Source: an optimization exercise on an open RTL-to-GDS flow (aim: small area, a short achievable clock period and few clock cycles per item). Production flows keep margins and buffers that such runs may drop.
In this exercise RTL edits were held to simulation tests only and were not proved equivalent to the original.

== yarrow ==
==> module tea_iter_core, before the edit <==
module tea_iter_core (
  input  logic             clk,
  input  logic             rst,
  input  logic             in_valid,
  output logic             in_ready,
  input  logic             in_decrypt,
  input  logic [63:0]      in_v,
  input  logic [127:0]     in_k,
  output logic             out_valid,
  input  logic             out_ready,
  output logic [63:0]      out_v,
  output logic             out_decrypt
);
  localparam logic [31:0] DELTA        = 32'h9E3779B9;
  localparam logic [31:0] NEG_DELTA    = 32'h61C88647;   
  localparam logic [31:0] SUM_DEC_INIT = 32'hC6EF3720;   
  function automatic logic [31:0] add32(input logic [31:0] x, input logic [31:0] y,
                                        input logic cin);
    logic [31:0] g, p, gg, pp, gn, pn;
    g  = x & y;
    p  = x ^ y;
    gg = g;
    pp = p;
    gg[0] = g[0] | (p[0] & cin);
    for (int l = 0; l < 5; l++) begin
      gn = gg;
      pn = pp;
      for (int i = 0; i < 32; i++) begin
        if ((i >> l) & 1) begin
          gn[i] = gg[i] | (pp[i] & gg[((i >> l) << l) - 1]);
          pn[i] = pp[i] & pp[((i >> l) << l) - 1];
        end
      end
      gg = gn;
      pp = pn;
    end
    add32 = p ^ {gg[30:0], cin};
  endfunction
  logic         run_q;       
  logic         sw_q;        
  logic         fin_q;       
  logic         done_q;      
  logic         idle_q;      
  logic [31:0]  a_q, b_q, sum_q;
  logic [63:0]  kx_q, ky_q;
  logic         dec_q;
  logic         ph_q;        
  logic         in_rdy, accept;
  logic         step, last;
  logic [31:0]  f, b_step;
  assign f = add32(b_q << 4, kx_q[63:32], 1'b0) ^ add32(b_q, sum_q, 1'b0)
           ^ add32(b_q >> 5, kx_q[31:0], 1'b0);
  logic [31:0] f_st;
  logic        d_st;
  assign f_st   = f & {32{~sw_q}};
  assign d_st   = dec_q & ~sw_q;
  assign b_step = add32(a_q ^ {32{d_st}}, f_st, 1'b0) ^ {32{d_st}};
  assign step = run_q & ~sw_q;
  assign last = ph_q & (dec_q ? (sum_q[12] & sum_q[16] & sum_q[28])
                              : (sum_q[5] & ~sum_q[27]));
  assign in_rdy      = idle_q | (done_q & out_ready);
  assign accept      = in_valid & in_rdy;
  assign in_ready    = in_rdy & ~rst;
  assign out_valid   = done_q;
  assign out_v       = {a_q, b_q};
  assign out_decrypt = dec_q;
  always_ff @(posedge clk) begin
    if (rst) begin
      run_q  <= 1'b0;
      done_q <= 1'b0;
      idle_q <= 1'b1;
    end else if (accept) begin
      run_q  <= 1'b1;
      done_q <= 1'b0;
      idle_q <= 1'b0;
    end else if (run_q) begin
      if (sw_q ? fin_q : (last & ~dec_q)) begin
        run_q  <= 1'b0;
        done_q <= 1'b1;
      end
    end else if (out_ready) begin
      done_q <= 1'b0;
      idle_q <= 1'b1;
    end
  end
  always_ff @(posedge clk) begin
    if (accept) begin
      sw_q  <= in_decrypt;
      fin_q <= 1'b0;
    end else if (run_q) begin
      if (sw_q) sw_q <= 1'b0;
      else if (last) begin
        sw_q  <= 1'b1;
        fin_q <= 1'b1;
      end
    end
  end
  always_ff @(posedge clk) begin
    if (run_q) begin
      kx_q <= ~ky_q;
      ky_q <= ~kx_q;
      if (step) ph_q <= ~ph_q;
      sum_q <= sum_q + ((dec_q ? NEG_DELTA : DELTA) & {32{step & ph_q}});
    end else begin
      kx_q  <= in_k[63:0];
      ky_q  <= ~in_k[127:64];
      ph_q  <= 1'b0;
      sum_q <= in_decrypt ? SUM_DEC_INIT : DELTA;
    end
  end
  always_ff @(posedge clk) begin
    if (run_q) begin
      a_q <= b_q;
      b_q <= b_step;
    end else if (accept) begin
      a_q   <= in_v[63:32];
      b_q   <= in_v[31:0];
      dec_q <= in_decrypt;
    end
  end
endmodule
==> flow/config.mk <==
export PLATFORM = sky130hd
export DESIGN_NAME = tea_iter_core
export DESIGN_NICKNAME = tea_iter_core
export VERILOG_FILES = /design/flow/design.v
export SDC_FILE = /design/flow/constraint.sdc
export NUM_CORES = 4
export LEC_CHECK = 0
export CAP_MARGIN = 20
export CORE_MARGIN = 2
export CORE_UTILIZATION = 40
export CTS_BUF_LIST = sky130_fd_sc_hd__clkbuf_16
export CTS_CLUSTER_DIAMETER = 100
export CTS_CLUSTER_SIZE = 20
export SLEW_MARGIN = 20
export TNS_END_PERCENT = 0
==> flow/constraint.sdc <==
create_clock -name core_clock -period 12.0 [get_ports {clk}]
set_input_delay 2.4000 -clock core_clock [delete_from_list [all_inputs] [get_ports {clk}]]
set_output_delay 2.4000 -clock core_clock [all_outputs]
set_load 0.01 [all_outputs]
standard.sh (not shown) runs the stock make flow with config.mk's settings and CLKGATE_MAP_FILE= SYNTH_SCRIPT=/design/flow/synth_recipe.tcl, a recipe that flattens the netlist after the stock synthesis.
==> flow/flow/run.sh <==
#!/bin/bash
# Layout flow: the standard flow with three changes.
# - Synthesis is the standard synthesis (synth_recipe.tcl and ORFS's
#   synth.tcl, unchanged, so the registers are the same) except that the
#   final ABC mapping uses flow/abc_tea.script: one delay-oriented &nf
#   mapping with pin permutation, instead of ORFS's five rounds of
#   restructuring, which leaves a smaller netlist at the same speed.
# - Plain buf_1 cells as the port buffers (every port is still buffered).
# - A larger setup margin for ORFS's timing repair, so that repair works
#   towards the period the design can reach instead of stopping at 12 ns.
set -euo pipefail
W=$(pwd)
sed 's|^  log_cmd abc {\*}\$abc_args$|  set abc_args [lreplace $abc_args 1 1 $::env(TEA_ABC_SCRIPT)]\n  log_cmd abc {*}$abc_args|' \
  "$FLOW_HOME/scripts/synth.tcl" > "$W/tea_synth.tcl"
grep -q TEA_ABC_SCRIPT "$W/tea_synth.tcl"
sed "s|source \$::env(SCRIPTS_DIR)/synth.tcl|source $W/tea_synth.tcl|" \
  "$W/synth_recipe.tcl" > "$W/tea_synth_recipe.tcl"
grep -q tea_synth.tcl "$W/tea_synth_recipe.tcl"
export TEA_ABC_SCRIPT="$W/flow/abc_tea.script"
bash standard.sh "BUFFER_PORTS_ARGS=-buffer_cell sky130_fd_sc_hd__buf_1" \
  SETUP_SLACK_MARGIN=6.8 "SYNTH_SCRIPT=$W/tea_synth_recipe.tcl" finish > standard.log 2>&1
==> flow/flow/abc_tea.script <==
&get -n
&st
&dch -f
&nf -p
&put
buffer -c
topo
stime -c
upsize -c
dnsize -c
yarrow closes out successfully: all stages finished, all timing, DRC and antenna checks passed.
Testbench counts of yarrow, summed over its fixed seeds: cycles 25,324, items 384.
--- input diff yarrow..tundra ---
--- a/flow/design.v
+++ b/flow/design.v
@@ -37,53 +37,45 @@
     add32 = p ^ {gg[30:0], cin};
   endfunction
   logic         run_q;       
   logic         sw_q;        
   logic         fin_q;       
   logic         done_q;      
-  logic         idle_q;      
   logic [31:0]  a_q, b_q, sum_q;
   logic [63:0]  kx_q, ky_q;
   logic         dec_q;
   logic         ph_q;        
   logic         in_rdy, accept;
   logic         step, last;
   logic [31:0]  f, b_step;
   assign f = add32(b_q << 4, kx_q[63:32], 1'b0) ^ add32(b_q, sum_q, 1'b0)
            ^ add32(b_q >> 5, kx_q[31:0], 1'b0);
-  logic [31:0] f_st;
-  logic        d_st;
-  assign f_st   = f & {32{~sw_q}};
-  assign d_st   = dec_q & ~sw_q;
-  assign b_step = add32(a_q ^ {32{d_st}}, f_st, 1'b0) ^ {32{d_st}};
+  assign b_step = add32(a_q ^ {32{dec_q}}, f, 1'b0) ^ {32{dec_q}};
   assign step = run_q & ~sw_q;
   assign last = ph_q & (dec_q ? (sum_q[12] & sum_q[16] & sum_q[28])
                               : (sum_q[5] & ~sum_q[27]));
-  assign in_rdy      = idle_q | (done_q & out_ready);
+  assign in_rdy      = ~run_q & (~done_q | out_ready);
   assign accept      = in_valid & in_rdy;
   assign in_ready    = in_rdy & ~rst;
   assign out_valid   = done_q;
   assign out_v       = {a_q, b_q};
   assign out_decrypt = dec_q;
   always_ff @(posedge clk) begin
     if (rst) begin
       run_q  <= 1'b0;
       done_q <= 1'b0;
-      idle_q <= 1'b1;
     end else if (accept) begin
       run_q  <= 1'b1;
       done_q <= 1'b0;
-      idle_q <= 1'b0;
     end else if (run_q) begin
       if (sw_q ? fin_q : (last & ~dec_q)) begin
         run_q  <= 1'b0;
         done_q <= 1'b1;
       end
     end else if (out_ready) begin
       done_q <= 1'b0;
-      idle_q <= 1'b1;
     end
   end
   always_ff @(posedge clk) begin
     if (accept) begin
       sw_q  <= in_decrypt;
       fin_q <= 1'b0;
@@ -94,27 +86,27 @@
         fin_q <= 1'b1;
       end
     end
   end
   always_ff @(posedge clk) begin
     if (run_q) begin
-      kx_q <= ~ky_q;
-      ky_q <= ~kx_q;
+      kx_q <= ky_q;
+      ky_q <= kx_q;
       if (step) ph_q <= ~ph_q;
       sum_q <= sum_q + ((dec_q ? NEG_DELTA : DELTA) & {32{step & ph_q}});
     end else begin
       kx_q  <= in_k[63:0];
-      ky_q  <= ~in_k[127:64];
+      ky_q  <= in_k[127:64];
       ph_q  <= 1'b0;
       sum_q <= in_decrypt ? SUM_DEC_INIT : DELTA;
     end
   end
   always_ff @(posedge clk) begin
     if (run_q) begin
       a_q <= b_q;
-      b_q <= b_step;
+      b_q <= sw_q ? a_q : b_step;
     end else if (accept) begin
       a_q   <= in_v[63:32];
       b_q   <= in_v[31:0];
       dec_q <= in_decrypt;
     end
   end
Results
yarrow: PASS, flow complete, no timing, DRC or antenna violations
tundra did not stop at any stage, and its layout met the timing, DRC and antenna checks.
In tundra, the count of placed standard cells including taps came out about 0.44% above the value in yarrow.
From yarrow to tundra the numbers moved as follows: adder and majority gate portion of the synthesized area now sits lower.
Flip-flop and latch count shrinks slightly when moving from yarrow to tundra.
Amount of wire on met2 after detailed routing went down by a few percent going from yarrow to tundra.
As of tundra, global-route wire length before repair had fallen by a few percent compared to yarrow.
tundra vs yarrow — wire length after detailed routing dropped by a little under 10%
Relative to yarrow, global-route usage over all layers has decreased by 2.2 points in tundra.
Count of clock tree sinks delta for tundra relative to yarrow: about 0.43% lower
[tundra] worst hold slack rose 61 ps relative to yarrow
Testbench counts of tundra, summed over its fixed seeds: cycles 25,324, items 384.

[separate check: timing with driven ports]
Ports are ideal in the flow. The routed layouts listed here were re-timed in OpenROAD. Step 1: set_driving_cell puts a clkbuf_16 on clk and a buf_2 on each other input, an assumption about the parent block. Step 2, shift: input delay + t, output delay - t, t = (earliest + latest rising clock arrival at the registers) / 2. This alone moves slack from input paths to output paths. Three values: ideal, step 1, step 2; two values: the first two.
run | shift t [ns] | setup WS [ns] | worst setup path at the end | latest minus earliest clock arrival (ns) | worst slew at a driven data input, ns
yarrow | 0.567 | 6.806 / 6.786 / 6.786 | input to output | 0.036 / 0.036 | 0.06
tundra | 0.560 | 6.679 / 6.655 / 6.655 | input to output | 0.021 / 0.021 | 0.06
After both steps every run listed still meets setup and hold. The setup slack of tundra, which loses most, moves by -0.024 ns with the drivers and by -0.024 ns with both steps.
